Context: an optimization exercise on an open-source flow, tuned for small area. The choices shown serve that exercise and are no tape-out recipe. Where RTL was checked, it was by simulation tests only, not by an equivalence proof against the original. The RTL of runs 3 to 6 was laid out without a check of its function. Power figures rest on the tool's default switching activity, not on a simulated workload.

==> design.v <==
module memwb_port (
  input  logic p, we, x, wen,
  output logic y
);
  assign y = ~((p | we) & (x | wen));
endmodule
module memwb_aoi222 (
  input  logic s0, d0, s1, d1, s2, d2,
  output logic y
);
  assign y = ~((s0 & d0) | (s1 & d1) | (s2 & d2));
endmodule
module memwb_oai22 (
  input  logic sn0, d0, sn1, d1,
  output logic y
);
  assign y = ~((sn0 | d0) & (sn1 | d1));
endmodule
module memwb_nand4 (
  input  logic a, b, c, d,
  output logic y
);
  assign y = ~(a & b & c & d);
endmodule
module memwb_or4 (
  input  logic a, b, c, d,
  output logic y
);
  assign y = a | b | c | d;
endmodule
module memwb_rdbit (
  input  logic [11:0] s,
  input  logic [11:0] d,
  input  logic [11:0] sn,
  input  logic [11:0] dn,
  output logic        y
);
  logic [3:0] n;   
  logic [5:0] p;   
  for (genvar i = 0; i < 4; i++) begin : g_n
    memwb_aoi222 u_n (
      .s0(s[3 * i]), .d0(d[3 * i]), .s1(s[3 * i + 1]), .d1(d[3 * i + 1]),
      .s2(s[3 * i + 2]), .d2(d[3 * i + 2]), .y(n[i])
    );
  end
  for (genvar i = 0; i < 6; i++) begin : g_p
    memwb_oai22 u_p (
      .sn0(sn[2 * i]), .d0(dn[2 * i]), .sn1(sn[2 * i + 1]), .d1(dn[2 * i + 1]), .y(p[i])
    );
  end
  logic a, o;
  memwb_nand4 u_a (.a(n[0]), .b(n[1]), .c(n[2]), .d(n[3]), .y(a));
  memwb_or4   u_o (.a(p[0]), .b(p[1]), .c(p[2]), .d(p[3]), .y(o));
  memwb_or4   u_y (.a(o), .b(p[4]), .c(p[5]), .d(a), .y(y));
endmodule
module memwb_tapdec (
  input  logic [5:0]  addr,
  input  logic [5:0]  rot,
  output logic [21:0] hit
);
  logic [5:0] h, g, p;
  logic [1:0] e0;           
  logic [3:0] e [1:5];      
  assign h = addr ^ rot;
  assign g = addr & rot;
  assign p = addr | rot;
  assign e0[0] = ~h[0];
  assign e0[1] = h[0];
  for (genvar i = 1; i < 6; i++) begin : g_e
    assign e[i][0] = ~(h[i] ^ p[i - 1]);    
    assign e[i][1] = ~(h[i] ^ g[i - 1]);    
    assign e[i][2] = (h[i] ^ p[i - 1]);     
    assign e[i][3] = (h[i] ^ g[i - 1]);     
  end
  for (genvar k = 0; k < 22; k++) begin : g_hit
    localparam logic [5:0] K = 6'(3 * k);
    assign hit[k] = e0[K[0]] & e[1][{K[1], K[0]}] & e[2][{K[2], K[1]}] &
                    e[3][{K[3], K[2]}] & e[4][{K[4], K[3]}] & e[5][{K[5], K[4]}];
  end
endmodule
module memwb_stage (
  input  logic         clk,
  input  logic         reset,
  input  logic [3:0]   ctrl_MEM,
  input  logic [31:0]  ALU_out_MEM,
  input  logic [31:0]  write_data_MEM,
  input  logic [4:0]   reg_dst_MEM,
  output logic         mem_stall,
  output logic [1:0]   ctrl_WB,
  output logic [31:0]  read_data_WB,
  output logic [31:0]  ALU_out_WB,
  output logic [4:0]   reg_dst_WB,
  output logic         misalign_WB
);
  localparam int NT = 22;   
  logic [31:0] ring [64];
  logic [5:0]  rot;
  logic        b1, b2;
  logic        wb_pend;
  logic [5:0]  wb_addr;
  logic [5:0]  wb_slot;    
  logic [31:0] wb_data;
  logic [1:0]  ctrl_wb_q;
  logic        misalign_wb_q;
  logic [31:0] read_data_wb_q;
  logic [31:0] alu_out_wb_q;
  logic [4:0]  reg_dst_wb_q;
  logic          access, misal, stall, commit, st_commit, byp, drain;
  logic [5:0]    addr;
  logic [NT-1:0] we, wen;
  logic          hsel, bsel, tapok;
  logic          attap_q, attap_d;   
  logic [5:0]    slot;
  logic [3:0]    wsum;
  logic [NT-1:0] hit, tsel;
  logic [31:0]   wd_pos, wd_neg, rdata;
  logic [NT*32-1:0] port_y;
  genvar pk, pb, b, i;
  always_comb begin
    access    = ctrl_MEM[1] | ctrl_MEM[0];
    misal     = access & (ALU_out_MEM[1:0] != 2'b00);
    stall     = b1 | (~b2 & access);
    commit    = ~stall & ~reset;
    st_commit = commit & ctrl_MEM[0] & ~misal;
    addr      = ALU_out_MEM[7:2];
    byp       = wb_pend & (wb_addr == addr);
    for (int k = 0; k < NT; k++) begin
      we[k]   = (wb_slot == 6'(3 * k)) & wb_pend;
    end
    wen    = ~we;
    drain  = |we;
    slot  = addr + rot;
    wsum  = 4'(slot[0]) + 4'(slot[2]) + 4'(slot[4]) +
            4'({slot[1], 1'b0}) + 4'({slot[3], 1'b0}) + 4'({slot[5], 1'b0});
    attap_d = (slot == 6'd63) | (wsum == 4'd2) | (wsum == 4'd5) | (wsum == 4'd8);
    tapok  = ~byp & ~misal;
    tsel   = hit & {NT{tapok}};
    bsel   = byp & ~misal;
    hsel   = (b1 | b2) & ~attap_q & ~byp & ~misal;
    wd_pos = wb_data;
    wd_neg = ~wb_data;
  end
  memwb_tapdec u_dec (.addr(addr), .rot(rot), .hit(hit));
  for (b = 0; b < 32; b++) begin : g_rd
    logic [11:0] s, d, sn, dn;
    for (i = 0; i < 11; i++) begin : g_t
      assign s[i]  = tsel[2 * i];
      assign d[i]  = ring[6 * i][b];
      assign sn[i] = ~tsel[2 * i + 1];
      assign dn[i] = ring[6 * i + 3][b];
    end
    assign s[11]  = hsel;
    assign d[11]  = read_data_wb_q[b];
    assign sn[11] = ~bsel;
    assign dn[11] = wd_neg[b];
    memwb_rdbit u_rd (.s(s), .d(d), .sn(sn), .dn(dn), .y(rdata[b]));
  end
  for (pk = 0; pk < NT; pk++) begin : g_port
    for (pb = 0; pb < 32; pb++) begin : g_bit
      memwb_port u_p (
        .p(ring[(3 * pk + 63) % 64][pb]), .we(we[pk]),
        .x(pk % 2 == 1 ? wd_pos[pb] : wd_neg[pb]), .wen(wen[pk]),
        .y(port_y[32 * pk + pb])
      );
    end
  end
  always_ff @(posedge clk) begin
    rot <= rot + 6'd1;
    for (int j = 0; j < 64; j++) begin
      if (j % 3 == 0) ring[j] <= port_y[32 * (j / 3) +: 32];
      else            ring[j] <= ring[(j + 63) % 64];
    end
    wb_pend <= st_commit | (wb_pend & ~drain);
    wb_slot <= st_commit ? addr + rot + 6'd2 : wb_slot + 6'd1;
    if (st_commit) begin
      wb_addr <= addr;
      wb_data <= write_data_MEM;
    end
    b1 <= ~reset & ~b1 & ~b2 & access;
    b2 <= ~reset & b1;
    ctrl_wb_q      <= commit ? ctrl_MEM[3:2] : 2'b00;
    misalign_wb_q  <= commit & misal;
    read_data_wb_q <= rdata;
    attap_q        <= attap_d;
    alu_out_wb_q   <= ALU_out_MEM;
    reg_dst_wb_q   <= reg_dst_MEM;
  end
  assign mem_stall    = stall;
  assign ctrl_WB      = ctrl_wb_q;
  assign read_data_WB = read_data_wb_q;
  assign ALU_out_WB   = alu_out_wb_q;
  assign reg_dst_WB   = reg_dst_wb_q;
  assign misalign_WB  = misalign_wb_q;
endmodule
==> flow/run.sh <==
#!/bin/bash
# The standard layout, with two changes: ports are buffered with the smallest
# buffer, and clock tree synthesis uses clkbuf_8 clusters under a clkbuf_16 root, without dummy loads.
set -euo pipefail
export BUFFER_PORTS_ARGS="-buffer_cell sky130_fd_sc_hd__buf_1"
export CTS_ARGS="-sink_clustering_enable -repair_clock_nets -buf_list sky130_fd_sc_hd__clkbuf_8 -sink_clustering_size 20 -sink_clustering_max_diameter 55 -dont_use_dummy_load -root_buf sky130_fd_sc_hd__clkbuf_16"
bash standard.sh > standard_flow.log 2>&1
==> standard.sh <==
#!/bin/bash
# synth_recipe.tcl (not shown) runs the flow's synth.tcl, then flattens the netlist and writes it again
# the make line also repeats each setting of config.mk as NAME=value (left out here)
make -C /OpenROAD-flow-scripts/flow DESIGN_CONFIG=/design/flow/config.mk WORK_HOME=/design/flow/orfs CLKGATE_MAP_FILE= SYNTH_SCRIPT=/design/flow/synth_recipe.tcl "${@:-finish}"
==> config.mk <==
export PLATFORM = sky130hd
export DESIGN_NAME = memwb_stage
export DESIGN_NICKNAME = memwb_stage
export VERILOG_FILES = /design/flow/design.v
export SDC_FILE = /design/flow/constraint.sdc
export NUM_CORES = 4
export LEC_CHECK = 0
export CAP_MARGIN = 20
export CORE_MARGIN = 2
export CORE_UTILIZATION = 60
export CTS_BUF_LIST = sky130_fd_sc_hd__clkbuf_8
export CTS_CLUSTER_DIAMETER = 60
export CTS_CLUSTER_SIZE = 20
export SLEW_MARGIN = 20
export SYNTH_HIERARCHICAL = 1
==> constraint.sdc <==
create_clock -name core_clock -period 3.5 [get_ports {clk}]
set_input_delay 0.7000 -clock core_clock [delete_from_list [all_inputs] [get_ports {clk}]]
set_output_delay 0.7000 -clock core_clock [all_outputs]
set_load 0.01 [all_outputs]
==> results.py, run 1 <==
metrics = {
    "logic_synthesis": {
        "synth-seq-cells": 2174,
        "synthFlopType": "dfxtp_1",
        "yosysTopAreaCellShare_pct": 79.40,
        "synthArstFlopShare_pct": 0,
        "syn_area_per_cell_sq_um": 14.74,
        "yosysWarningCount": 11,
        "synth_cells": 3653,
        "yosysUniqueCellTypes": 55,
        "synth_edf_count": 38,
        "yosysTopAreaCell": "dfxtp_1",
        "synthesis.nets": 3755,
        "synthTopCellsByArea": "dfxtp_1 79%, o22ai_1 10%, a222oi_1 2.4%, edfxtp_1 2.1%, or4_1 0.89%",
        "syn_area_sq_um": 53860,
        "ys_seq_area_share_pct": 81.51,
    },
    "min_path": {
        "worstHoldEndpoint": "reg_dst_wb_q[0]$_DFF_P_",
        "hold_start": "reg_dst_MEM[0]",
        "hold_depth": 1,
        "hp-class": "in2reg",
    },
    "layout": {
        "area_growth_pct": 10.51,
        "final_area_sq_um": 59520,
        "final_cell_mix": "2,136 x dfxtp_1, 897 x o22ai_1, 147 x buf_1",
        "nNetsFinal": 4150,
        "final_util_pct": 67.14,
        "final_common_cell": "dfxtp_1",
        "drive_above_1_share_pct": 9.293,
    },
    "clock_network": {
        "cts.path.max_buffers": 3,
        "cts.sinks": 2174,
        "clk_latency_ns": 0.73,
        "cts_tree": "yes",
        "holdBufCountCts": 0,
        "h-tree-depth": 4,
        "cts_buffers": 135,
        "clk_pin_slew_ns": 0.11,
        "postCtsSetupBuffers": 0,
        "cts.repair.resized": 0,
        "cts-root-buf": "clkbuf_16",
    },
    "place": {
        "port_buffers": 147,
        "place_congestion": 0.8937,
        "dp_hpwl_um": 98010,
        "place_area_sq_um": 57650,
    },
    "floorplanning": {
        "rows": 109,
        "core_area_sq_um": 88650,
        "die_area_sq_um": 92180,
        "io_pins": 148,
        "die_h_um": 303.6,
        "die_x_um": 303.6,
        "initial_core_util_pct": 60.76,
    },
    "global_route": {
        "grt_pass1_wl_um": 241300,
        "grt_use_total_pct": 36.45,
        "grt_overflow": 0,
        "grt_max_degree": 34,
        "antenna_found_initial": 1,
        "grt_pass1_vias": 34190,
    },
    "setup_path": {
        "end_kind": "flip-flop",
        "r2r_setup_slack_ns": 0.20,
        "critPathLaunchType": "flip-flop",
        "r2r_cells": 11,
        "crit_required_ns": 4.09,
        "arrival_ns": 3.88,
        "r2r-end": "read_data_wb_q[3]$_DFF_P_",
        "worstReg2RegStart": "rot[1]$_DFF_P_",
        "critPathKind": "reg2reg",
        "path_max_fanout": 14,
    },
    "timing": {
        "rsz0062_at_grt": "false",
        "finalHoldViolCount": 0,
        "fin_crit_sh_pct": 94.19,
        "report.final.slew_viol_count": 0,
        "worst_pin_slew_ns": 1.007,
        "finalSetupViolations": 0,
        "finalClockSkew_ns": 0.07325,
        "slew_headroom_pct": 32.87,
        "fin_crit_ns": 3.297,
        "timing.fmax_mhz": 303.3,
        "final.setup.tns_ns": 0,
    },
    "routing": {
        "avgRoutedWirePerCell_um": 33.05,
        "via_per_inst": 6.557,
        "dr.first_iter.drc_count": 4778,
        "routed_wl_um": 172200,
        "vias": 34170,
        "drcViolationCount": 0,
        "final_antenna_net_count": 0,
        "drtPass1Iterations": 9,
    },
    "run_status": {
        "status": "finished clean",
    },
    "power_and_ir_drop": {
        "peakVddDrop_mv": 0.4914,
        "p_leak_nw": 23.46,
        "powerDensity_nw_per_um2": 723.7,
    },
    "run": {
        "max_cap_violations": 0,
    },
}
==> synth_stat cells (all sizes together), types with 3 or more instances <==
master  instances
nor4            6
o21ai           5
nor3           26
nand2b          6
and2           13
nor2           15
xnor2          18
nand2          43
and3            7
nand4          34
xnor3           3
inv            74
mux2i           4
xor2           15
or4            64
nand3          18
or2             4
buf            40
edfxtp         38
o22ai         897
dfxtp        2136
a222oi        128
nor2b           4
fa              3
a21oi           7
ha             24
==> registers in the layout, summed over array words and instances (netlist names), 2 cells and up <==
name and cells:
alu_out_wb_q 32, ctrl_wb_q 2, read_data_wb_q 32, reg_dst_wb_q 5, ring 2048, rot 6
wb_addr 6, wb_data 32, wb_slot 6
==> modules after synthesis, one instance, submodules excluded, excerpt <==
module,cells inside,flops+latches,copies in the design,cell area (sq um)
memwb_stage,2451,2174,1,45680
memwb_tapdec,82,0,1,613.1
memwb_aoi222,1,0,128,10.01
memwb_or4,1,0,64,7.507
memwb_nand4,1,0,32,6.256
memwb_oai22,1,0,192,6.256
memwb_port,1,0,704,6.256
==> how the worst max path moves through the flow <==
stage,startpoint,to
2_1_floorplan,ALU_out_MEM[3],read_data_wb_q[0]$_DFF_P_
3_3_place_gp,ALU_out_MEM[3],read_data_wb_q[3]$_DFF_P_
3_5_place_dp,ALU_out_MEM[3],read_data_wb_q[25]$_DFF_P_
4_1_cts,rot[1]$_DFF_P_,read_data_wb_q[8]$_DFF_P_
5_1_grt,rot[1]$_DFF_P_,read_data_wb_q[1]$_DFF_P_
6_report,rot[1]$_DFF_P_,read_data_wb_q[3]$_DFF_P_
==> through the flow <==
step	setup WS, ns	total power [mW]	hold slack (ns)	cells
finish	0.2032	43.07	0.05757	5212
floorplan	0.1671	31.62	0.3096	3653
global placement	-0.1564	32.69	0.3095	5076
detailed placement	-0.1844	32.86	0.3121	5076
CTS	0.2378	42.98	0.01414	5211
global route	0.1027	44.42	0.02392	5211
==> area by class of cell <==
class	instances	area [sq um]
diodes	1	2.502
clock buffers	135	1869
fillers	6428	29130
inverters	74	277.8
multi-input cells	1363	9519
flip-flops and latches	2174	43900
well taps	1165	1458
repair buffers	300	2489
==> layer usage <==
layer	up-vias	routed length, um	GRT usage (%)
met1	17000	69430	49.32
met2	2180	74760	55.01
met4	0	8699	16.66
li1	14430	-	-
met3	565	19350	9.903
met5	-	0	0
==> critical path: stages (launching register included) <==
cell and delay, ns:
dfxtp_1 0.53, inv_1 0.08, ha_1 0.32, xor2_1 0.21
or2_0 0.13, buf_4 0.14, nor3_2 0.05, nand2_2 0.29
buf_12 0.24, o22ai_1 0.12, or4_1 0.53, or4_1 0.53
==> power breakdown <==
part           internal (mW)  total [mW]  switching (mW)
logic                  0.923        1.93            1.00
registers               28.8        30.6            1.75
clock network           3.53        10.6            7.06
total                   33.3        43.1            9.82
==> kinds of logic (layout without fill, tap and decap cells) <==
family / count (synthesis) / count (layout) / share of synthesized area (%)
other cells: 0 / 1 / 0
flops: 2174 / 2174 / 81.51
xor+xnor: 38 / 38 / 0.7666
buf+inv: 116 / 509 / 1.064
mux: 6 / 6 / 0.1162
fa+ha+maj: 27 / 27 / 0.6691
simple gates: 246 / 246 / 2.783
compound gates: 1046 / 1046 / 13.09
==> run 2: changes to the inputs <==
==> flow/run.sh (replaced) <==
#!/bin/bash
# The standard layout, with three changes: ports are buffered with the
# smallest buffer; the buffers that timing-driven global placement adds while
# the placement is still rough are not kept (the later repair steps buffer and
# size from the final placement); and clock tree synthesis uses clkbuf_8
# clusters under a clkbuf_16 root, without dummy loads.
set -euo pipefail
export BUFFER_PORTS_ARGS="-buffer_cell sky130_fd_sc_hd__buf_1"
export GPL_KEEP_OVERFLOW=0
export CTS_ARGS="-sink_clustering_enable -repair_clock_nets -buf_list sky130_fd_sc_hd__clkbuf_8 -sink_clustering_size 20 -sink_clustering_max_diameter 55 -dont_use_dummy_load -root_buf sky130_fd_sc_hd__clkbuf_16"
bash standard.sh > standard_flow.log 2>&1
==> results.py, run 2 <==
metrics = {
    "layout": {
        "fillerInstances": 6370,
        "final_util_pct": 66.82,
        "final_cell_mix": "2,136 x dfxtp_1, 897 x o22ai_1, 146 x buf_1",
        "top_register": "ring",
        "area_growth_pct": 9.978,
        "drive_above_1_share_pct": 7.537,
        "nNetsFinal": 4071,
        "final_common_cell": "dfxtp_1",
        "largest_reg_flops": 2048,
    },
    "logic_synthesis": {
        "synthArstFlopShare_pct": 0,
        "yosysMostFrequentCell": "dfxtp_1",
        "yosysUniqueCellTypes": 55,
        "synth-simple-area-share_pct": 2.783,
        "synth_edf_count": 38,
        "synthTopCellsByArea": "dfxtp_1 79%, o22ai_1 10%, a222oi_1 2.4%, edfxtp_1 2.1%, or4_1 0.89%",
        "synth_compound_area_share_pct": 13.09,
        "synthTopCellsByCount": "2,136 x dfxtp_1, 897 x o22ai_1, 128 x a222oi_1",
        "yosysWarningCount": 11,
        "synth_top_family_by_area": "compound AO/OA/AOI/OAI gates",
        "synth_cells": 3653,
        "synthXorXnorAreaFrac_pct": 0.7666,
        "synthAdderAreaFrac_pct": 0.6691,
        "yosysTopAreaCellShare_pct": 79.40,
        "syn_area_sq_um": 53860,
        "synthesis.nets": 3755,
        "yosysTopAreaCell": "dfxtp_1",
        "syn_area_per_cell_sq_um": 14.74,
        "synth_mux_area_share_pct": 0.1162,
        "synth-seq-cells": 2174,
        "synthFlopType": "dfxtp_1",
        "ys_seq_area_share_pct": 81.51,
    },
    "timing": {
        "fin_crit_ns": 3.348,
        "finalClockSkew_ns": 0.07611,
        "slew_headroom_pct": 35.13,
        "whs_ns": 0.06392,
        "finalSetupViolations": 0,
        "worst_pin_slew_ns": 0.9695,
        "fin_crit_sh_pct": 95.65,
        "rsz0062_at_grt": "false",
        "report.final.slew_viol_count": 0,
        "finalHoldViolCount": 0,
        "timing.fmax_mhz": 298.7,
    },
    "place": {
        "port_buffers": 147,
        "place_congestion": 0.8878,
        "dp_hpwl_um": 99010,
    },
    "floorplanning": {
        "core_area_sq_um": 88650,
        "die_x_um": 303.6,
        "initial_core_util_pct": 60.76,
        "rows": 109,
        "die_area_sq_um": 92180,
        "die_h_um": 303.6,
        "io_pins": 148,
    },
    "power_and_ir_drop": {
        "p_leak_nw": 23.34,
        "power_frac_seq_pct": 70.7,
        "swShare_pct": 22.78,
        "peakVddDrop_mv": 0.4890,
        "intPower_mw": 33.29,
        "powerDensity_nw_per_um2": 727.7,
        "clockPowerShare_pct": 24.7,
        "power_switching_mw": 9.819,
        "power_mw": 43.10,
        "p_comb_share_pct": 4.6,
    },
    "setup_path": {
        "path_max_fanout": 19,
        "crit_buf_inv": 2,
        "critPathLaunchType": "flip-flop",
        "critPathMaxStageDelay_ns": 0.52,
        "critPathKind": "reg2reg",
        "r2r-end": "read_data_wb_q[13]$_DFF_P_",
        "crit_required_ns": 4.07,
        "critPathSlowestCell": "or4_1",
        "r2r_cells": 10,
        "end_kind": "flip-flop",
        "crit_top_cell": "or4_1",
        "crit_family": "simple AND/OR/NAND/NOR gates",
        "r2r_setup_slack_ns": 0.15,
        "arrival_ns": 3.91,
        "path_cells": "inv_1, ha_1, xor2_1, or2_0, nor3_1, nand2_4, buf_12, o22ai_1, or4_1, or4_1",
        "critPathLaunch": "rot[1]$_DFF_P_",
        "worstReg2RegStart": "rot[1]$_DFF_P_",
    },
    "clock_network": {
        "holdBufCountCts": 0,
        "clk_latency_ns": 0.72,
        "cts-root-buf": "clkbuf_16",
        "clk_pin_slew_ns": 0.11,
        "cts.path.max_buffers": 3,
        "cts_tree": "yes",
        "cts.sinks": 2174,
        "h-tree-depth": 4,
        "cts_buffers": 136,
    },
    "global_route": {
        "antenna_found_initial": 5,
        "grt_overflow": 0,
        "grt_pass1_wl_um": 238400,
        "grt_max_degree": 34,
        "grt_pass1_vias": 33720,
        "grt_use_total_pct": 36.06,
    },
    "min_path": {
        "hold_depth": 1,
        "hp-class": "in2reg",
        "hold_start": "ALU_out_MEM[15]",
        "worstHoldEndpoint": "alu_out_wb_q[15]$_DFF_P_",
    },
    "routing": {
        "drtPass1Iterations": 9,
        "dr.first_iter.drc_count": 4735,
        "routed_wl_um": 170100,
        "via_per_inst": 6.588,
        "vias": 33830,
        "avgRoutedWirePerCell_um": 33.13,
        "final_antenna_net_count": 0,
        "drcViolationCount": 0,
    },
    "run_status": {
        "status": "finished clean",
    },
    "run": {
        "max_cap_violations": 0,
    },
}
==> run 2: cell counts after synthesis <==
No cell type changed its count.
==> run 2: worst max-delay path by stage <==
stage                                 endpoint  cells after the start  slack (ns)
floorplan            read_data_wb_q[0]$_DFF_P_                      8        0.17
global placement          ring[57][31]$_DFF_P_                      4       -8.17
detailed placement   read_data_wb_q[5]$_DFF_P_                     10       -0.90
CTS                 read_data_wb_q[13]$_DFF_P_                      8        0.11
global route        read_data_wb_q[13]$_DFF_P_                     10       0.002
finish              read_data_wb_q[13]$_DFF_P_                     10        0.15
==> run 2: modules after synthesis, one instance, submodules excluded, excerpt <==
module        area (sq um)  cells inside  flip-flops and latches
memwb_stage          45680          2451                    2174
memwb_tapdec         613.1            82                       0
memwb_aoi222         10.01             1                       0
memwb_or4            7.507             1                       0
memwb_nand4          6.256             1                       0
memwb_oai22          6.256             1                       0
memwb_port           6.256             1                       0
==> run 2: power groups by stage <==
stage	logic [mW]	clock network [mW]	registers, mW
2_1_floorplan	1.38	0	30.2
3_3_place_gp	1.67	0	30.8
3_5_place_dp	1.92	0	30.9
4_1_cts	1.94	10.7	30.4
5_1_grt	2.11	11.5	30.8
6_report	1.97	10.6	30.5
==> run 2: cell type report <==
cell class	count	area [sq um]	share of cell area (%)
repair buffers	220	1932	3.262
well taps	1165	1458	2.461
diodes	2	5.005	0.008450
multi-input cells	1363	9719	16.41
inverters	74	332.8	0.5619
clock buffers	136	1883	3.179
flip-flops and latches	2174	43900	74.12
==> run 2: layer usage <==
| metal | global-route usage [%] | vias up | share of wire (%) |
|---|---|---|---|
| li1 | - | 14280 | - |
| met1 | 49.06 | 16990 | 40 |
| met2 | 55.20 | 2073 | 44 |
| met3 | 9.150 | 478 | 11 |
| met4 | 15.16 | 0 | 4.4 |
| met5 | 0 | - | 0 |
==> run 2: cell families after synthesis <==
family,Yosys count
compound gates,1046
xor+xnor,38
fa+ha+maj,27
buf+inv,116
flops,2174
mux,6
simple gates,246
==> run 2: metrics by stage <==
stage / area [sq um] / TNS (ns) / worst slack [ns] / instances
detailed placement: 57300 / -26.33 / -0.8977 / 4993
global placement: 55580 / -2263.18 / -8.167 / 4923
finish: 59230 / 0 / 0.1521 / 5134
CTS: 59190 / 0 / 0.1134 / 5129
floorplan: 53860 / 0 / 0.1671 / 3653
global route: 59230 / 0 / 0.002405 / 5132
==> run 2: timing repair <==
item                       CTS  global route
resized for setup            1             1
setup endpoints to repair   22            15
pin swaps                    0             1
setup buffers                0             3
gates cloned                 0             0
==> run 3: changes to the inputs <==
--- a/design.v
+++ b/design.v
@@ -24,3 +24,3 @@
 endmodule
-module memwb_or4 (
+module memwb_and4 (
   input  logic a, b, c, d,
@@ -28,3 +28,9 @@
 );
-  assign y = a | b | c | d;
+  assign y = a & b & c & d;
+endmodule
+module memwb_nor2 (
+  input  logic a, b,
+  output logic y
+);
+  assign y = ~(a | b);
 endmodule
@@ -50,6 +56,9 @@
   end
-  logic a, o;
-  memwb_nand4 u_a (.a(n[0]), .b(n[1]), .c(n[2]), .d(n[3]), .y(a));
-  memwb_or4   u_o (.a(p[0]), .b(p[1]), .c(p[2]), .d(p[3]), .y(o));
-  memwb_or4   u_y (.a(o), .b(p[4]), .c(p[5]), .d(a), .y(y));
+  logic [2:0] q;   
+  logic       a;
+  memwb_nor2  u_q0 (.a(p[0]), .b(p[1]), .y(q[0]));
+  memwb_nor2  u_q1 (.a(p[2]), .b(p[3]), .y(q[1]));
+  memwb_nor2  u_q2 (.a(p[4]), .b(p[5]), .y(q[2]));
+  memwb_and4  u_a  (.a(n[0]), .b(n[1]), .c(n[2]), .d(n[3]), .y(a));
+  memwb_nand4 u_y  (.a(q[0]), .b(q[1]), .c(q[2]), .d(a), .y(y));
 endmodule
==> results.py, run 3 <==
metrics = {
    "logic_synthesis": {
        "yosysTopAreaCellShare_pct": 79.16,
        "yosysWarningCount": 11,
        "ys_seq_area_share_pct": 81.27,
        "synth-seq-cells": 2174,
        "synthesis.nets": 3819,
        "yosysTopAreaCell": "dfxtp_1",
        "syn_area_per_cell_sq_um": 14.53,
        "synthXorXnorAreaFrac_pct": 0.7644,
        "yosysUniqueCellTypes": 55,
        "yosysMostFrequentCell": "dfxtp_1",
        "syn_area_sq_um": 54020,
        "synthTopCellsByArea": "dfxtp_1 79%, o22ai_1 10%, a222oi_1 2.4%, edfxtp_1 2.1%, nor2_1 0.77%",
        "synthArstFlopShare_pct": 0,
        "synth_mux_area_share_pct": 0.1158,
        "synth_cells": 3717,
        "synthFlopType": "dfxtp_1",
        "synth_edf_count": 38,
        "synth-simple-area-share_pct": 3.071,
        "synthTopCellsByCount": "2,136 x dfxtp_1, 897 x o22ai_1, 128 x a222oi_1",
        "synthAdderAreaFrac_pct": 0.6671,
        "synth_top_family_by_area": "compound AO/OA/AOI/OAI gates",
        "synth_compound_area_share_pct": 13.05,
    },
    "setup_path": {
        "path_cells": "and3_1, nand3_4, buf_12, inv_4, nor4_1, and3_1, a31o_1",
        "crit_cells": 7,
        "path_max_fanout": 33,
        "end_kind": "flip-flop",
        "crit_buf_inv": 2,
        "arrival_ns": 4.03,
        "r2r_cells": 7,
        "crit_required_ns": 4.12,
        "r2r_setup_slack_ns": 0.09,
        "crit_top_cell": "and3_1",
        "critPathMaxStageDelay_ns": 0.72,
        "worstReg2RegStart": "wb_slot[4]$_DFF_P_",
        "r2r-end": "wb_pend$_DFF_P_",
        "critPathKind": "reg2reg",
        "critPathLaunchType": "flip-flop",
        "critPathSlowestCell": "dfxtp_1",
        "crit_family": "simple AND/OR/NAND/NOR gates",
    },
    "timing": {
        "whs_ns": 0.06081,
        "finalSetupViolations": 0,
        "fin_crit_sh_pct": 97.56,
        "rsz0062_at_grt": "false",
        "finalHoldViolCount": 0,
        "timing.fmax_mhz": 292.9,
        "fin_crit_ns": 3.415,
        "report.final.slew_viol_count": 0,
        "slew_headroom_pct": 40.24,
        "worst_pin_slew_ns": 0.8897,
        "finalClockSkew_ns": 0.09364,
    },
    "layout": {
        "top_register": "ring",
        "final_common_cell": "dfxtp_1",
        "nNetsFinal": 4135,
        "final_cell_mix": "2,136 x dfxtp_1, 897 x o22ai_1, 147 x buf_1",
        "final_util_pct": 66.34,
        "largest_reg_flops": 2048,
        "drive_above_1_share_pct": 7.418,
        "area_growth_pct": 10.04,
    },
    "power_and_ir_drop": {
        "intPower_mw": 33.36,
        "power_mw": 43.24,
        "clockPowerShare_pct": 24.9,
        "swShare_pct": 22.86,
        "power_frac_seq_pct": 70.6,
        "p_leak_nw": 23.02,
        "peakVddDrop_mv": 0.4799,
        "p_comb_share_pct": 4.5,
        "power_switching_mw": 9.886,
        "powerDensity_nw_per_um2": 727.5,
    },
    "clock_network": {
        "cts-root-buf": "clkbuf_16",
        "cts.sinks": 2174,
        "cts_buffers": 139,
        "h-tree-depth": 4,
        "cts_tree": "yes",
        "clk_latency_ns": 0.74,
        "cts.path.max_buffers": 3,
        "clk_pin_slew_ns": 0.11,
    },
    "min_path": {
        "hp-class": "in2reg",
        "worstHoldEndpoint": "alu_out_wb_q[27]$_DFF_P_",
        "hold_start": "ALU_out_MEM[27]",
        "hold_depth": 1,
    },
    "routing": {
        "vias": 34110,
        "via_per_inst": 6.545,
        "dr.first_iter.drc_count": 4496,
        "drtPass1Iterations": 6,
        "routed_wl_um": 170000,
        "drcViolationCount": 0,
        "final_antenna_net_count": 0,
        "avgRoutedWirePerCell_um": 32.63,
    },
    "floorplanning": {
        "die_h_um": 304.1,
        "io_pins": 148,
        "die_x_um": 304.1,
        "rows": 110,
        "die_area_sq_um": 92450,
        "initial_core_util_pct": 60.29,
        "core_area_sq_um": 89600,
    },
    "place": {
        "place_congestion": 0.8617,
        "dp_hpwl_um": 98800,
        "port_buffers": 147,
    },
    "global_route": {
        "grt_use_total_pct": 36.12,
        "grt_max_degree": 37,
        "grt_pass1_vias": 34040,
        "grt_pass1_wl_um": 239400,
        "grt_overflow": 0,
        "antenna_found_initial": 1,
    },
    "run": {
        "max_cap_violations": 0,
    },
    "run_status": {
        "status": "finished clean",
    },
}
run 3: cell count changes after synthesis, sizes merged:
cell  delta
and4    +32
or4     -64
nor2    +96
run 3: power groups by stage:
| stage | clock network [mW] | registers [mW] | logic (mW) |
|---|---|---|---|
| floorplan | 0 | 30.2 | 1.39 |
| detailed placement | 0 | 31.0 | 1.90 |
| global placement | 0 | 30.9 | 1.67 |
| global route | 11.7 | 30.8 | 2.11 |
| finish | 10.8 | 30.5 | 1.96 |
| CTS | 10.8 | 30.5 | 1.92 |
run 3: stage by stage:
step	cell area [sq um]	setup TNS (ns)	std cells	setup WS [ns]
after detailed placement	57490	-19.67	5068	-0.6747
final	59440	0	5211	0.08546
after global routing	59430	0	5209	0.1047
after global placement	55750	-2264.08	4998	-8.052
after floorplan	54020	0	3717	0.2534
after CTS	59420	0	5207	0.08313
run 3: worst max-delay path by stage:
stage                             from                          to  slack (ns)
global route        wb_slot[4]$_DFF_P_             wb_pend$_DFF_P_        0.10
global placement    wb_slot[3]$_DFF_P_        ring[57][18]$_DFF_P_       -8.05
detailed placement      ALU_out_MEM[7]  read_data_wb_q[15]$_DFF_P_       -0.67
finish              wb_slot[4]$_DFF_P_             wb_pend$_DFF_P_        0.09
floorplan           wb_slot[1]$_DFF_P_         ring[57][0]$_DFF_P_        0.25
CTS                 wb_slot[2]$_DFF_P_             wb_pend$_DFF_P_        0.08
run 3: cells by family after synthesis:
kind of cell | Yosys count
AO/OA/AOI/OAI | 1046
XOR/XNOR | 38
adder cells (fa/ha/maj) | 27
buffers and inverters | 116
flip-flops | 2174
multiplexers | 6
AND/OR/NAND/NOR | 310
run 3: area by class of cell:
class	instances	area, sq um
diodes	4	10.01
clock buffers	139	1924
fillers	6501	30160
inverters	74	332.8
multi-input cells	1427	9882
flip-flops and latches	2174	43900
well taps	1176	1471
repair buffers	217	1917
run 3: routing by layer:
layer  part of all wire, %  vias up  global-route usage (%)
met5                     0        -                       0
met4                   4.9        0                   16.72
met3                    10      535                   8.308
met2                    45     2104                   56.49
met1                    39    17070                   48.08
li1                      -    14400                       -
run 3: timing repair:
action,CTS,global route
setup endpoints to repair,0,11
hold buffers,0,0
buffers inserted,0,0
gates resized for setup,0,2
run 3: per-module statistics from Yosys, one instance, submodules excluded, excerpt:
module	cell area (sq um)	flops+latches
memwb_and4	8.758	0
memwb_aoi222	10.01	0
memwb_nand4	6.256	0
memwb_nor2	3.754	0
memwb_oai22	6.256	0
memwb_port	6.256	0
memwb_stage	45680	2174
memwb_tapdec	613.1	0
==> run 4: changes to the inputs <==
--- a/config.mk
+++ b/config.mk
@@ -9,6 +9,3 @@
 export CORE_MARGIN = 2
-export CORE_UTILIZATION = 60
-export CTS_BUF_LIST = sky130_fd_sc_hd__clkbuf_8
-export CTS_CLUSTER_DIAMETER = 60
-export CTS_CLUSTER_SIZE = 20
+export CORE_UTILIZATION = 55
 export SLEW_MARGIN = 20
==> results.py, run 4 <==
metrics = {
    "run_status": {
        "status": "finished clean",
    },
    "logic_synthesis": {
        "synthesis.nets": 3819,
        "synthTopCellsByArea": "dfxtp_1 79%, o22ai_1 10%, a222oi_1 2.4%, edfxtp_1 2.1%, nor2_1 0.77%",
        "yosysTopAreaCell": "dfxtp_1",
        "ys_seq_area_share_pct": 81.27,
        "synthFlopType": "dfxtp_1",
        "yosysWarningCount": 11,
        "synth_edf_count": 38,
        "synthAdderAreaFrac_pct": 0.6671,
        "synthXorXnorAreaFrac_pct": 0.7644,
        "yosysMostFrequentCell": "dfxtp_1",
        "synth_compound_area_share_pct": 13.05,
        "synth-seq-cells": 2174,
        "synth_top_family_by_area": "compound AO/OA/AOI/OAI gates",
        "synthArstFlopShare_pct": 0,
        "yosysUniqueCellTypes": 55,
        "synth_mux_area_share_pct": 0.1158,
        "synth_cells": 3717,
        "syn_area_per_cell_sq_um": 14.53,
        "synthTopCellsByCount": "2,136 x dfxtp_1, 897 x o22ai_1, 128 x a222oi_1",
        "synth-simple-area-share_pct": 3.071,
        "yosysTopAreaCellShare_pct": 79.16,
        "syn_area_sq_um": 54020,
    },
    "place": {
        "port_buffers": 147,
        "place_congestion": 0.7881,
        "dp_hpwl_um": 98480,
        "place_area_sq_um": 57720,
    },
    "floorplanning": {
        "die_area_sq_um": 100700,
        "die_h_um": 317.4,
        "io_pins": 148,
        "initial_core_util_pct": 55.69,
        "rows": 114,
        "die_x_um": 317.4,
        "core_area_sq_um": 96990,
    },
    "clock_network": {
        "cts.sinks": 2174,
        "cts.path.max_buffers": 3,
        "h-tree-depth": 4,
        "clk_latency_ns": 0.75,
        "cts_tree": "yes",
        "cts_buffers": 143,
        "cts-root-buf": "clkbuf_16",
        "clk_pin_slew_ns": 0.11,
        "holdBufCountCts": 0,
    },
    "setup_path": {
        "path_cells": "nor2_1, nand3_4, buf_12, inv_4, nor4_1, and3_1, a31o_1",
        "arrival_ns": 3.94,
        "critPathKind": "reg2reg",
        "path_max_fanout": 20,
        "r2r_cells": 7,
        "critPathMaxStageDelay_ns": 0.81,
        "crit_cells": 7,
        "crit_buf_inv": 2,
        "critPathLaunchType": "flip-flop",
        "crit_family": "simple AND/OR/NAND/NOR gates",
        "critPathSlowestCell": "nor2_1",
        "end_kind": "flip-flop",
        "crit_required_ns": 4.12,
    },
    "timing": {
        "fin_crit_sh_pct": 94.97,
        "finalHoldViolCount": 0,
        "finalSetupViolations": 0,
        "whs_ns": 0.04797,
        "finalClockSkew_ns": 0.09307,
        "timing.fmax_mhz": 300.8,
        "rsz0062_at_grt": "false",
        "fin_crit_ns": 3.324,
        "report.final.slew_viol_count": 0,
        "slew_headroom_pct": 37.54,
        "final.setup.tns_ns": 0,
        "worst_pin_slew_ns": 0.9299,
    },
    "global_route": {
        "grt_overflow": 0,
        "grt_max_degree": 33,
        "grt_pass1_wl_um": 233400,
        "antenna_found_initial": 3,
        "grt_pass1_vias": 31850,
        "grt_use_total_pct": 33.24,
    },
    "min_path": {
        "hold_depth": 1,
        "hp-class": "in2reg",
    },
    "layout": {
        "multi_input_area_sq_um": 9879,
        "largest_reg_flops": 2048,
        "final_common_cell": "dfxtp_1",
        "final_cell_mix": "2,136 x dfxtp_1, 897 x o22ai_1, 147 x buf_1",
        "final_area_sq_um": 59720,
        "nNetsFinal": 4144,
        "fillerInstances": 7601,
        "top_register": "ring",
        "drive_above_1_share_pct": 7.599,
        "area_growth_pct": 10.55,
        "seq_area_sq_um": 43900,
    },
    "routing": {
        "met2WireLength_um": 77460,
        "via_per_inst": 6.272,
        "avgRoutedWirePerCell_um": 31.75,
        "drcViolationCount": 0,
        "final_antenna_net_count": 0,
        "route.met3.wl_um": 15000,
        "top_layer": "met4",
        "drtPass1Iterations": 6,
        "routed_wl_um": 168800,
        "vias": 33360,
        "m1WireLength_um": 70530,
        "dr.first_iter.drc_count": 4138,
    },
    "power_and_ir_drop": {
        "p_leak_nw": 23.10,
        "peakVddDrop_mv": 0.4403,
        "power_mw": 43.27,
        "powerDensity_nw_per_um2": 724.6,
    },
    "run": {
        "max_cap_violations": 0,
    },
}
-- run 4: cell types whose count changed in the layout (fill, tap and decap cells not counted), sizes merged --
cell / delta
buf: +5
clkbuf: +4
diode: -2
-- run 4: area by class of cell --
cell class | instances | area share (%)
antenna | 2 | 0.008381
tap | 1276 | 2.673
clock buffer | 143 | 3.315
multi-input combinational | 1427 | 16.54
timing repair buffer | 222 | 3.386
inverter | 74 | 0.5573
sequential | 2174 | 73.52
-- run 4: final timing paths --
| kind | to | slack [ns] | startpoint |
|---|---|---|---|
| hold / removal | alu_out_wb_q[28]$_DFF_P_ | 0.05 | ALU_out_MEM[28] |
| setup / recovery | wb_pend$_DFF_P_ | 0.18 | wb_slot[2]$_DFF_P_ |
| hold reg to reg | ring[23][12]$_DFF_P_ | 0.28 | ring[22][12]$_DFF_P_ |
| setup reg to reg | wb_pend$_DFF_P_ | 0.18 | wb_slot[2]$_DFF_P_ |
-- run 4: kinds of logic after synthesis --
group / after synthesis
fa+ha+maj: 27
xor+xnor: 38
compound gates: 1046
mux: 6
simple gates: 310
buf+inv: 116
flops: 2174
-- run 4: stage by stage --
stage               util, %  setup WS, ns  std cells
floorplan                 -        0.2534       3717
global placement      57.61        -9.269       5098
detailed placement    59.51       -0.6412       5173
CTS                   61.55       0.09820       5316
global route          61.56        0.1426       5316
finish                61.57        0.1760       5318
-- run 4: layer usage --
metal / up-vias / track usage (%)
li1: 14430 / -
met1: 16880 / 45.69
met2: 1679 / 52.64
met3: 365 / 6.649
met4: 0 / 11.69
met5: - / 0
-- run 4: where the power goes --
| part | switching (mW) | internal [mW] |
|---|---|---|
| registers | 1.64 | 28.8 |
| clock network | 7.17 | 3.72 |
| logic | 1.01 | 0.933 |
-- run 4: Yosys stat by module, one instance, submodules excluded, a selection --
| module | flip-flops and latches | area [sq um] | cells | copies in the design |
|---|---|---|---|---|
| memwb_oai22 | 0 | 6.256 | 1 | 192 |
| memwb_port | 0 | 6.256 | 1 | 704 |
| memwb_aoi222 | 0 | 10.01 | 1 | 128 |
| memwb_nor2 | 0 | 3.754 | 1 | 96 |
| memwb_stage | 2174 | 45680 | 2451 | 1 |
| memwb_and4 | 0 | 8.758 | 1 | 32 |
| memwb_nand4 | 0 | 6.256 | 1 | 32 |
| memwb_tapdec | 0 | 613.1 | 82 | 1 |
-- run 4: what timing repair did --
item,in CTS,in global routing
setup buffers,0,0
setup endpoints to repair,0,27
gates resized for setup,0,1
==> run 5: changes to the inputs <==
--- a/design.v
+++ b/design.v
@@ -120,5 +120,2 @@
   logic          hsel, bsel, tapok;
-  logic          attap_q, attap_d;   
-  logic [5:0]    slot;
-  logic [3:0]    wsum;
   logic [NT-1:0] hit, tsel;
@@ -140,6 +137,2 @@
     drain  = |we;
-    slot  = addr + rot;
-    wsum  = 4'(slot[0]) + 4'(slot[2]) + 4'(slot[4]) +
-            4'({slot[1], 1'b0}) + 4'({slot[3], 1'b0}) + 4'({slot[5], 1'b0});
-    attap_d = (slot == 6'd63) | (wsum == 4'd2) | (wsum == 4'd5) | (wsum == 4'd8);
     tapok  = ~byp & ~misal;
@@ -147,3 +140,3 @@
     bsel   = byp & ~misal;
-    hsel   = (b1 | b2) & ~attap_q & ~byp & ~misal;
+    hsel   = (b1 | b2) & ~misal;
     wd_pos = wb_data;
@@ -192,3 +185,2 @@
     read_data_wb_q <= rdata;
-    attap_q        <= attap_d;
     alu_out_wb_q   <= ALU_out_MEM;
--- a/config.mk
+++ b/config.mk
@@ -9,3 +9,6 @@
 export CORE_MARGIN = 2
-export CORE_UTILIZATION = 55
+export CORE_UTILIZATION = 60
+export CTS_BUF_LIST = sky130_fd_sc_hd__clkbuf_8
+export CTS_CLUSTER_DIAMETER = 60
+export CTS_CLUSTER_SIZE = 20
 export SLEW_MARGIN = 20
==> results.py, run 5 <==
metrics = {
    "logic_synthesis": {
        "syn_area_sq_um": 53840,
        "synthTopCellsByCount": "2,135 x dfxtp_1, 897 x o22ai_1, 128 x a222oi_1",
        "synth_cells": 3707,
        "synth-seq-cells": 2173,
        "yosysUniqueCellTypes": 47,
        "synthFlopType": "dfxtp_1",
        "synth_edf_count": 38,
        "ys_seq_area_share_pct": 81.50,
        "yosysMostFrequentCell": "dfxtp_1",
        "yosysTopAreaCellShare_pct": 79.38,
        "synthTopCellsByArea": "dfxtp_1 79%, o22ai_1 10%, a222oi_1 2.4%, edfxtp_1 2.1%, nor2_1 0.78%",
        "yosysWarningCount": 11,
        "syn_area_per_cell_sq_um": 14.52,
        "synthArstFlopShare_pct": 0,
        "synthesis.nets": 3807,
        "yosysTopAreaCell": "dfxtp_1",
    },
    "global_route": {
        "grt_overflow": 0,
        "antenna_found_initial": 0,
        "grt_use_total_pct": 36.95,
        "grt_pass1_wl_um": 239100,
        "grt_max_degree": 37,
        "grt_pass1_vias": 33910,
    },
    "setup_path": {
        "end_kind": "flip-flop",
        "critPathLaunchType": "flip-flop",
        "critPathMaxStageDelay_ns": 0.72,
        "r2r_setup_slack_ns": 0.12,
        "critPathKind": "reg2reg",
        "crit_family": "simple AND/OR/NAND/NOR gates",
        "crit_required_ns": 4.10,
        "arrival_ns": 3.98,
        "path_max_fanout": 33,
        "path_cells": "nand2_1, nor2_1, nand2_4, buf_12, inv_4, nor4_1, and3_1, a31o_1",
        "crit_buf_inv": 2,
        "critPathSlowestCell": "inv_4",
    },
    "timing": {
        "finalSetupViolations": 0,
        "final.setup.tns_ns": 0,
        "finalClockSkew_ns": 0.08681,
        "report.final.slew_viol_count": 0,
        "rsz0062_at_grt": "false",
        "finalHoldViolCount": 0,
        "worst_pin_slew_ns": 0.9402,
        "fin_crit_sh_pct": 96.55,
        "timing.fmax_mhz": 295.9,
        "fin_crit_ns": 3.379,
        "slew_headroom_pct": 37.32,
    },
    "clock_network": {
        "postCtsSetupBuffers": 0,
        "cts_tree": "yes",
        "cts-root-buf": "clkbuf_16",
        "holdBufCountCts": 0,
        "cts.repair.resized": 0,
        "clk_latency_ns": 0.74,
        "h-tree-depth": 4,
        "cts_buffers": 137,
        "cts.path.max_buffers": 3,
        "clk_pin_slew_ns": 0.11,
        "cts.sinks": 2173,
    },
    "layout": {
        "nNetsFinal": 4112,
        "final_cell_mix": "2,135 x dfxtp_1, 897 x o22ai_1, 147 x buf_1",
        "final_common_cell": "dfxtp_1",
        "fillerInstances": 6401,
        "largest_reg_flops": 2048,
        "final_area_sq_um": 59160,
        "area_growth_pct": 9.874,
        "drive_above_1_share_pct": 7.157,
        "top_register": "ring",
        "final_util_pct": 66.73,
    },
    "routing": {
        "routed_wl_um": 172300,
        "drtPass1Iterations": 8,
        "dr.first_iter.drc_count": 4686,
        "vias": 34170,
        "via_per_inst": 6.601,
        "avgRoutedWirePerCell_um": 33.29,
        "final_antenna_net_count": 0,
        "drcViolationCount": 0,
    },
    "floorplanning": {
        "core_area_sq_um": 88650,
        "die_area_sq_um": 92150,
        "initial_core_util_pct": 60.74,
        "rows": 109,
        "die_x_um": 303.6,
        "die_h_um": 303.6,
        "io_pins": 148,
    },
    "min_path": {
        "hp-class": "in2reg",
    },
    "power_and_ir_drop": {
        "peakVddDrop_mv": 0.4659,
        "p_leak_nw": 22.87,
        "powerDensity_nw_per_um2": 743.6,
    },
    "place": {
        "port_buffers": 147,
        "dp_hpwl_um": 97950,
        "place_congestion": 0.8331,
        "place_area_sq_um": 57250,
    },
    "run": {
        "max_cap_violations": 0,
    },
    "run_status": {
        "status": "finished clean",
    },
}
-- run 5: changes by cell type after synthesis, moves of 3 or more --
cell and change:
nand2_1 +3, and3_1 -4, o21ai_0 +3, xor2_1 +3
-- run 5: modules after synthesis, one instance, submodules excluded, a selection --
module	cells	times used	area (sq um)	flip-flops and latches
memwb_aoi222	1	128	10.01	0
memwb_stage	2441	1	45500	2173
memwb_nor2	1	96	3.754	0
memwb_tapdec	82	1	613.1	0
memwb_and4	1	32	8.758	0
memwb_port	1	704	6.256	0
-- run 5: layout make-up --
| class | count | area, sq um | share of cell area (%) |
|---|---|---|---|
| inverters | 76 | 342.8 | 0.5795 |
| repair buffers | 210 | 1872 | 3.164 |
| diodes | 1 | 2.502 | 0.004230 |
| multi-input cells | 1414 | 9703 | 16.40 |
| flip-flops and latches | 2173 | 43880 | 74.18 |
| well taps | 1165 | 1458 | 2.464 |
| clock buffers | 137 | 1897 | 3.206 |
-- run 5: worst paths after layout --
kind | start | endpoint | depth (start not counted)
min reg2reg | ring[4][5]$_DFF_P_ | ring[5][5]$_DFF_P_ | 0
min | reg_dst_MEM[0] | reg_dst_wb_q[0]$_DFF_P_ | 1
max | wb_slot[4]$_DFF_P_ | wb_pend$_DFF_P_ | 8
max reg2reg | wb_slot[4]$_DFF_P_ | wb_pend$_DFF_P_ | 8
-- run 5: logic make-up (layout without fill, tap and decap cells) --
logic type                 Yosys count  count (layout)  synth area share, %
muxes                                4               4              0.07901
xor gates and xnor gates            38              38               0.7413
and+or+nand+nor                    303             303                2.947
other                                0               1                    0
AOI/OAI and AO/OA                 1044            1044                13.02
DFF                               2173            2173                81.50
adders and majority gates           25              25               0.5949
buffers and inverters              120             423                1.111
-- run 5: metrics by stage --
step                      std cells  hold WS, ns  power, mW  setup WS [ns]
after floorplan                3707       0.3096      32.35         0.5489
after global placement         4975       0.3096      33.27         -4.514
after detailed placement       5038       0.3121      33.66        -0.5775
after CTS                      5175      0.02969      43.88        0.07292
after global routing           5175      0.02699      45.40         0.1456
final                          5176      0.06241      43.99         0.1206
-- run 5: per-layer routing --
metal,wire length (um),track usage [%]
met1,68100,49.57
met2,76010,56.59
met3,19270,9.260
met4,8901,17.31
met5,0,0
-- run 5: report_power, final --
group          total (mW)  internal [mW]  switching, mW
clock                10.7           3.57           7.11
sequential           31.1           29.3           1.86
combinational        2.17           1.02           1.16
==> run 6: changes to the inputs <==
--- a/design.v
+++ b/design.v
@@ -24,3 +24,3 @@
 endmodule
-module memwb_and4 (
+module memwb_or4 (
   input  logic a, b, c, d,
@@ -28,9 +28,3 @@
 );
-  assign y = a & b & c & d;
-endmodule
-module memwb_nor2 (
-  input  logic a, b,
-  output logic y
-);
-  assign y = ~(a | b);
+  assign y = a | b | c | d;
 endmodule
@@ -56,9 +50,6 @@
   end
-  logic [2:0] q;   
-  logic       a;
-  memwb_nor2  u_q0 (.a(p[0]), .b(p[1]), .y(q[0]));
-  memwb_nor2  u_q1 (.a(p[2]), .b(p[3]), .y(q[1]));
-  memwb_nor2  u_q2 (.a(p[4]), .b(p[5]), .y(q[2]));
-  memwb_and4  u_a  (.a(n[0]), .b(n[1]), .c(n[2]), .d(n[3]), .y(a));
-  memwb_nand4 u_y  (.a(q[0]), .b(q[1]), .c(q[2]), .d(a), .y(y));
+  logic a, o;
+  memwb_nand4 u_a (.a(n[0]), .b(n[1]), .c(n[2]), .d(n[3]), .y(a));
+  memwb_or4   u_o (.a(p[0]), .b(p[1]), .c(p[2]), .d(p[3]), .y(o));
+  memwb_or4   u_y (.a(o), .b(p[4]), .c(p[5]), .d(a), .y(y));
 endmodule
@@ -119,3 +110,3 @@
   logic [NT-1:0] we, wen;
-  logic          hsel, bsel, tapok;
+  logic          hsel, bsel, tapok, anyhit;
   logic [NT-1:0] hit, tsel;
@@ -137,2 +128,3 @@
     drain  = |we;
+    anyhit = |hit;
     tapok  = ~byp & ~misal;
@@ -140,3 +132,3 @@
     bsel   = byp & ~misal;
-    hsel   = (b1 | b2) & ~misal;
+    hsel   = ~anyhit & ~byp & ~misal;
     wd_pos = wb_data;
==> results.py, run 6 <==
metrics = {
    "global_route": {
        "grt_pass1_wl_um": 242100,
        "grt_max_degree": 33,
        "grt_pass1_vias": 33990,
        "grt_use_total_pct": 37.59,
        "grt_overflow": 0,
        "antenna_found_initial": 3,
    },
    "floorplanning": {
        "rows": 109,
        "die_h_um": 303.2,
        "io_pins": 148,
        "initial_core_util_pct": 60.66,
        "core_area_sq_um": 88510,
        "die_x_um": 303.2,
        "die_area_sq_um": 91900,
    },
    "run_status": {
        "failed_checks": "negative setup slack",
        "status": "complete, but fails checks",
    },
    "logic_synthesis": {
        "synthesis.nets": 3749,
        "synthAdderAreaFrac_pct": 0.5965,
        "synth_edf_count": 38,
        "yosysTopAreaCell": "dfxtp_1",
        "synth_cells": 3649,
        "yosysMostFrequentCell": "dfxtp_1",
        "synthXorXnorAreaFrac_pct": 0.7270,
        "yosysWarningCount": 11,
        "synth-seq-cells": 2173,
        "synth_mux_area_share_pct": 0.07690,
        "ys_seq_area_share_pct": 81.73,
        "synthArstFlopShare_pct": 0,
        "synthFlopType": "dfxtp_1",
        "synthTopCellsByArea": "dfxtp_1 80%, o22ai_1 10%, a222oi_1 2.4%, edfxtp_1 2.1%, or4_1 0.92%",
        "synth-simple-area-share_pct": 2.715,
        "synth_compound_area_share_pct": 13.05,
        "synth_top_family_by_area": "compound AO/OA/AOI/OAI gates",
        "syn_area_sq_um": 53690,
        "yosysTopAreaCellShare_pct": 79.60,
        "yosysUniqueCellTypes": 47,
        "syn_area_per_cell_sq_um": 14.71,
        "synthTopCellsByCount": "2,135 x dfxtp_1, 898 x o22ai_1, 128 x a222oi_1",
    },
    "routing": {
        "via_per_inst": 6.688,
        "drtPass1Iterations": 7,
        "final_antenna_net_count": 0,
        "vias": 34350,
        "drcViolationCount": 0,
        "routed_wl_um": 175400,
        "dr.first_iter.drc_count": 4934,
        "avgRoutedWirePerCell_um": 34.15,
    },
    "run": {
        "max_cap_violations": 0,
    },
    "timing": {
        "fin_crit_ns": 3.552,
        "timing.fmax_mhz": 281.5,
        "finalHoldViolCount": 0,
        "fin_ws_ns": -0.05223,
        "slew_headroom_pct": 31.63,
        "worst_pin_slew_ns": 1.022,
        "finalClockSkew_ns": 0.08726,
        "finalSetupViolations": 9,
        "fin_crit_sh_pct": 101.5,
        "report.final.slew_viol_count": 0,
    },
    "power_and_ir_drop": {
        "peakVddDrop_mv": 0.4941,
        "p_leak_nw": 23.37,
        "power_mw": 40.74,
        "powerDensity_nw_per_um2": 685.1,
    },
    "setup_path": {
        "critPathKind": "reg2reg",
        "end_kind": "flip-flop",
        "path_max_fanout": 9,
        "arrival_ns": 4.21,
        "crit_required_ns": 4.16,
        "critPathLaunchType": "flip-flop",
    },
    "place": {
        "dp_hpwl_um": 101100,
        "place_congestion": 0.9038,
        "port_buffers": 147,
        "place_area_sq_um": 57340,
    },
    "clock_network": {
        "cts.path.max_buffers": 3,
        "cts.sinks": 2173,
        "h-tree-depth": 4,
        "holdBufCountCts": 0,
        "clk_pin_slew_ns": 0.12,
        "cts_buffers": 138,
        "cts-root-buf": "clkbuf_16",
        "cts_tree": "yes",
        "clk_latency_ns": 0.73,
    },
    "layout": {
        "final_common_cell": "dfxtp_1",
        "top_register": "ring",
        "drive_above_1_share_pct": 8.438,
        "final_area_sq_um": 59460,
        "seq_area_sq_um": 43890,
        "largest_reg_flops": 2048,
        "fillerInstances": 6233,
        "nNetsFinal": 4072,
        "multi_input_area_sq_um": 9771,
        "area_growth_pct": 10.74,
        "final_cell_mix": "2,130 x dfxtp_1, 898 x o22ai_1, 145 x buf_1",
    },
    "min_path": {
        "hp-class": "in2reg",
    },
}
-- run 6: cell count changes after synthesis, sizes merged, moves of 3 or more --
| cell | before | now |
|---|---|---|
| buf | 40 | 37 |
| and4 | 34 | 1 |
| clkbuf | 4 | 8 |
| inv | 76 | 79 |
| nand3 | 15 | 21 |
| nand2 | 46 | 41 |
| or4 | 0 | 66 |
| nor2 | 113 | 12 |
-- run 6: worst max-delay path, stage by stage (launching register included) --
cell and delay [ns]:
dfxtp_2 0.39, inv_1 0.09, ha_4 0.29, xor2_1 0.24, or2_4 0.26, nor3_2 0.09
nor4_1 0.42, nand4_1 0.17, or4_4 0.52, nor3_4 0.30, buf_8 0.22, buf_8 0.20
a222oi_1 0.12, nand4_1 0.13, or4_1 0.12
-- run 6: path summary, 6_finish.rpt --
| kind | slack [ns] | from | to | cells after the start |
|---|---|---|---|---|
| hold / removal | 0.06 | ALU_out_MEM[11] | alu_out_wb_q[11]$_DFF_P_ | 1 |
| setup / recovery | -0.05 | rot[1]$_DFF_P_ | read_data_wb_q[1]$_DFF_P_ | 14 |
| hold reg to reg | 0.29 | ring[61][13]$_DFF_P_ | ring[62][13]$_DFF_P_ | 0 |
| setup reg to reg | -0.05 | rot[1]$_DFF_P_ | read_data_wb_q[1]$_DFF_P_ | 14 |
-- run 6: layout make-up --
type	count	share of cell area [%]
multi-input combinational	1352	16.43
antenna	1	0.004209
inverter	79	0.5955
tap	1165	2.452
timing repair buffer	228	3.491
sequential	2173	73.81
clock buffer	138	3.213
-- run 6: metal layers --
layer,part of all wire (%),track usage (%)
met5,0.027,0.3623
met4,5.6,18.71
met3,11,9.338
met2,44,57.22
met1,39,50.37
-- run 6: repair_timing --
action                                  in CTS  in global routing
pin swaps                                    0                  4
cloned                                       0                  0
endpoints found under the setup margin      32                 32
resized for setup                           12                 24
buffers inserted                             0                  6
-- run 6: cells by family (layout without fill, tap and decap cells) --
group	after synthesis	count (layout)
buf+inv	124	445
flops	2173	2173
mux	4	4
compound gates	1043	1043
fa+ha+maj	25	25
simple gates	243	243
other cells	0	1
xor+xnor	37	37
-- run 6: through the flow --
step	utilization (%)	std cells	setup TNS [ns]	setup slack [ns]	hold WS (ns)
after floorplan	-	3649	0	0.02140	0.3096
after global placement	62.69	4916	-2222.17	-4.940	0.3095
after detailed placement	64.79	4991	-30.46	-1.003	0.3121
after CTS	67.02	5129	0	0.01324	0.02255
after global routing	67.17	5135	-2.148	-0.1445	0.03830
final	67.18	5136	-0.1636	-0.05223	0.06404
-- run 6: power breakdown --
part	total [mW]	internal [mW]	leakage [nW]	switching [mW]
combinational	1.60	0.698	4.36	0.905
sequential	28.5	27.3	18.0	1.12
clock	10.7	3.60	0.997	7.07
-- run 6: per-module statistics from Yosys, one instance, submodules excluded, excerpt --
module,cells inside,flops+latches
memwb_aoi222,1,0
memwb_nand4,1,0
memwb_oai22,1,0
memwb_or4,1,0
memwb_port,1,0
memwb_stage,2447,2173
memwb_tapdec,82,0
==> run 7: changes to the inputs <==
--- a/design.v
+++ b/design.v
@@ -110,3 +110,3 @@
   logic [NT-1:0] we, wen;
-  logic          hsel, bsel, tapok, anyhit;
+  logic          hsel, bsel, tapok;
   logic [NT-1:0] hit, tsel;
@@ -128,3 +128,2 @@
     drain  = |we;
-    anyhit = |hit;
     tapok  = ~byp & ~misal;
@@ -132,3 +131,3 @@
     bsel   = byp & ~misal;
-    hsel   = ~anyhit & ~byp & ~misal;
+    hsel   = (b1 | b2) & ~misal;
     wd_pos = wb_data;
==> results.py, run 7 <==
metrics = {
    "run_status": {
        "status": "finished clean",
    },
    "power_and_ir_drop": {
        "powerDensity_nw_per_um2": 749.2,
        "peakVddDrop_mv": 0.4752,
        "p_leak_nw": 23.05,
        "power_mw": 44.05,
    },
    "global_route": {
        "grt_pass1_vias": 33310,
        "grt_max_degree": 36,
        "grt_use_total_pct": 35.97,
        "grt_pass1_wl_um": 233900,
        "antenna_found_initial": 1,
        "grt_overflow": 0,
    },
    "clock_network": {
        "h-tree-depth": 4,
        "clk_pin_slew_ns": 0.11,
        "cts.path.max_buffers": 3,
        "cts.sinks": 2173,
        "clk_latency_ns": 0.73,
        "cts-root-buf": "clkbuf_16",
        "holdBufCountCts": 0,
        "cts_tree": "yes",
        "postCtsSetupBuffers": 0,
        "cts_buffers": 138,
    },
    "floorplanning": {
        "die_x_um": 303.1,
        "die_area_sq_um": 91880,
        "initial_core_util_pct": 60.65,
        "core_area_sq_um": 88510,
        "die_h_um": 303.1,
        "io_pins": 148,
        "rows": 109,
    },
    "routing": {
        "avgRoutedWirePerCell_um": 32.81,
        "vias": 33770,
        "routed_wl_um": 167200,
        "drcViolationCount": 0,
        "drtPass1Iterations": 8,
        "via_per_inst": 6.625,
        "dr.first_iter.drc_count": 4286,
        "final_antenna_net_count": 0,
    },
    "logic_synthesis": {
        "synth_edf_count": 38,
        "synthFlopType": "dfxtp_1",
        "synthesis.nets": 3743,
        "yosysMostFrequentCell": "dfxtp_1",
        "synthArstFlopShare_pct": 0,
        "ys_seq_area_share_pct": 81.75,
        "synth-seq-cells": 2173,
        "yosysTopAreaCell": "dfxtp_1",
        "synthTopCellsByCount": "2,135 x dfxtp_1, 897 x o22ai_1, 128 x a222oi_1",
        "yosysWarningCount": 11,
        "synth_cells": 3643,
        "synthTopCellsByArea": "dfxtp_1 80%, o22ai_1 10%, a222oi_1 2.4%, edfxtp_1 2.1%, or4_1 0.90%",
        "yosysTopAreaCellShare_pct": 79.62,
        "syn_area_per_cell_sq_um": 14.74,
        "yosysUniqueCellTypes": 47,
        "syn_area_sq_um": 53680,
    },
    "setup_path": {
        "r2r_setup_slack_ns": 0.13,
        "critPathLaunchType": "flip-flop",
        "worstReg2RegStart": "wb_addr[0]$_DFFE_PN_",
        "crit_required_ns": 4.03,
        "critPathMaxStageDelay_ns": 0.55,
        "critPathSlowestCell": "nor4_2",
        "critPathKind": "reg2reg",
        "arrival_ns": 3.91,
        "path_cells": "xor2_1, nor4_2, nor2_4, buf_16, and2_4, buf_12, a222oi_1, nand4_1, or4_1",
        "r2r-end": "read_data_wb_q[31]$_DFF_P_",
        "end_kind": "flip-flop",
        "r2r_cells": 9,
        "path_max_fanout": 19,
    },
    "layout": {
        "largest_reg_flops": 2048,
        "final_cell_mix": "2,135 x dfxtp_1, 897 x o22ai_1, 146 x buf_1",
        "n_antenna_cell": 0,
        "fillerInstances": 6354,
        "top_register": "ring",
        "multi_input_area_sq_um": 9593,
        "final_area_sq_um": 58800,
        "seq_area_sq_um": 43880,
        "nNetsFinal": 4035,
        "area_growth_pct": 9.531,
        "final_common_cell": "dfxtp_1",
        "drive_above_1_share_pct": 6.967,
        "fin_cells": 5098,
    },
    "timing": {
        "timing.fmax_mhz": 296.5,
        "finalHoldViolCount": 0,
        "fin_crit_sh_pct": 96.37,
        "slew_headroom_pct": 29.63,
        "rsz0062_at_grt": "false",
        "finalSetupViolations": 0,
        "worst_pin_slew_ns": 1.052,
        "fin_crit_ns": 3.373,
        "finalClockSkew_ns": 0.07976,
        "final.setup.tns_ns": 0,
        "report.final.slew_viol_count": 0,
        "whs_ns": 0.06090,
    },
    "min_path": {
        "hold_start": "ALU_out_MEM[15]",
        "hp-class": "in2reg",
        "worstHoldEndpoint": "alu_out_wb_q[15]$_DFF_P_",
        "hold_depth": 1,
    },
    "place": {
        "dp_hpwl_um": 92870,
        "place_area_sq_um": 56800,
        "dpl.cell_count": 4959,
        "port_buffers": 147,
        "place_congestion": 0.8640,
    },
    "run": {
        "max_cap_violations": 0,
    },
}
[run 7: cell count changes after synthesis, moves of 3 or more]
| cell | previous run | this run |
|---|---|---|
| nand2_1 | 39 | 44 |
| inv_2 | 0 | 3 |
| clkbuf_1 | 8 | 4 |
| nor2_1 | 12 | 16 |
| inv_1 | 79 | 73 |
| nand3_1 | 21 | 15 |
[run 7: timing repair]
item,in CTS,in global routing
setup endpoints to repair,32,4
resized for setup,7,1
pin swaps,0,0
hold endpoints to repair,0,0
[run 7: through the flow]
step / setup WS, ns / util [%]
3_5_place_dp: -0.9730 / 64.17
3_3_place_gp: -4.285 / 62.56
5_1_grt: 0.03917 / 66.43
6_report: 0.1271 / 66.43
4_1_cts: 0.2069 / 66.40
2_1_floorplan: 0.1784 / -
[run 7: logic make-up after synthesis]
group,after synthesis,synth area share [%]
buffers and inverters,120,1.114
AOI/OAI and AO/OA,1044,13.06
DFF,2173,81.75
muxes,4,0.07925
and+or+nand+nor,239,2.657
adders and majority gates,25,0.5967
xor gates and xnor gates,38,0.7435
[run 7: routing by layer]
metal  track usage (%)  share of wire, %  vias up
li1                  -                 -    14180
met1             48.66                40    17050
met2             55.27                45     2061
met3             8.382                10      481
met4             16.67               4.6        2
met5                 0            0.0066        -
[run 7: worst max-delay path: cells and delay by family (launching register included)]
family | cells | cell delay, ns
AND/OR/NAND/NOR | 5 | 1.67
XOR/XNOR | 1 | 0.19
AO/OA/AOI/OAI | 1 | 0.47
flip-flops | 1 | 0.39
buffers and inverters | 2 | 0.49
[run 7: power by group]
part | internal [mW] | leakage [nW] | switching, mW
Clock | 3.60 | 0.997 | 7.12
Combinational | 1.01 | 4.03 | 1.12
Sequential | 29.3 | 18.0 | 1.92
Total | 33.9 | 23.0 | 10.2
[run 7: cell type report]
cell class	instances	share of cell area (%)
Tap cell	1165	2.479
Sequential cell	2173	74.63
Clock buffer	138	3.249
Timing Repair Buffer	196	2.747
Multi-Input combinational cell	1350	16.32
Inverter	76	0.5746
[run 7: how the worst max path moves through the flow]
stage | from | endpoint | slack (ns)
after global placement | ctrl_MEM[0] | read_data_wb_q[7]$_DFF_P_ | -4.28
after floorplan | ALU_out_MEM[3] | read_data_wb_q[0]$_DFF_P_ | 0.18
after CTS | wb_addr[0]$_DFFE_PN_ | read_data_wb_q[2]$_DFF_P_ | 0.21
final | wb_addr[0]$_DFFE_PN_ | read_data_wb_q[31]$_DFF_P_ | 0.13
after detailed placement | ALU_out_MEM[7] | read_data_wb_q[3]$_DFF_P_ | -0.97
after global routing | wb_addr[5]$_DFFE_PN_ | read_data_wb_q[17]$_DFF_P_ | 0.04
[run 7: Yosys stat by module (local to each module, per instance), excerpt]
module	cells	flip-flops and latches	copies in the design	area [sq um]
memwb_stage	2441	2173	1	45500
memwb_port	1	0	704	6.256
memwb_tapdec	82	0	1	613.1
memwb_oai22	1	0	192	6.256
memwb_aoi222	1	0	128	10.01
memwb_or4	1	0	64	7.507

-- re-timing with driven ports --
In the flow no input, the clock included, has a driving cell. The finished layouts below were timed again as built, in two steps. Step 1 (the two cells are an assumption about what drives the block):
set clk [get_ports {clk}]
set_driving_cell -lib_cell sky130_fd_sc_hd__clkbuf_16 $clk
set_driving_cell -lib_cell sky130_fd_sc_hd__buf_2 [delete_from_list [all_inputs] $clk]
Step 2 adds t to the input delays and takes it off the output delays; t is the mean of the earliest and latest rising clock arrival at the registers after step 1. Input paths then give back, and output paths get back, about the clock's delay inside the block. Three values: ideal, step 1, step 2; two values: the first two.
run	shift t [ns]	setup slack, ns	hold slack, ns	worst setup path after step 2	worst slew at a driven data input, ns
run 1	0.772	0.203 / 0.203 / -0.212	0.058 / 0.008 / 0.294	input to register	0.05
run 2	0.762	0.152 / 0.152 / -0.377	0.064 / 0.014 / 0.288	input to register	0.05
run 3	0.772	0.085 / 0.085 / -0.423	0.061 / 0.015 / 0.238	input to register	0.04
run 4	0.767	0.176 / 0.176 / -0.414	0.048 / 0.002 / 0.282	input to register	0.04
run 5	0.768	0.121 / 0.121 / -0.205	0.062 / 0.018 / 0.242	input to register	0.04
run 6	0.762	-0.052 / -0.052 / -0.676	0.064 / 0.018 / 0.286	input to register	0.04
run 7	0.757	0.127 / 0.127 / -0.490	0.061 / 0.022 / 0.279	input to register	0.10
Met with ideal ports but missed after step 2: setup timing in 6 of these runs. For run 6, which loses most, drivers alone change the setup slack by 0.000 ns; drivers and shift together by -0.624 ns.
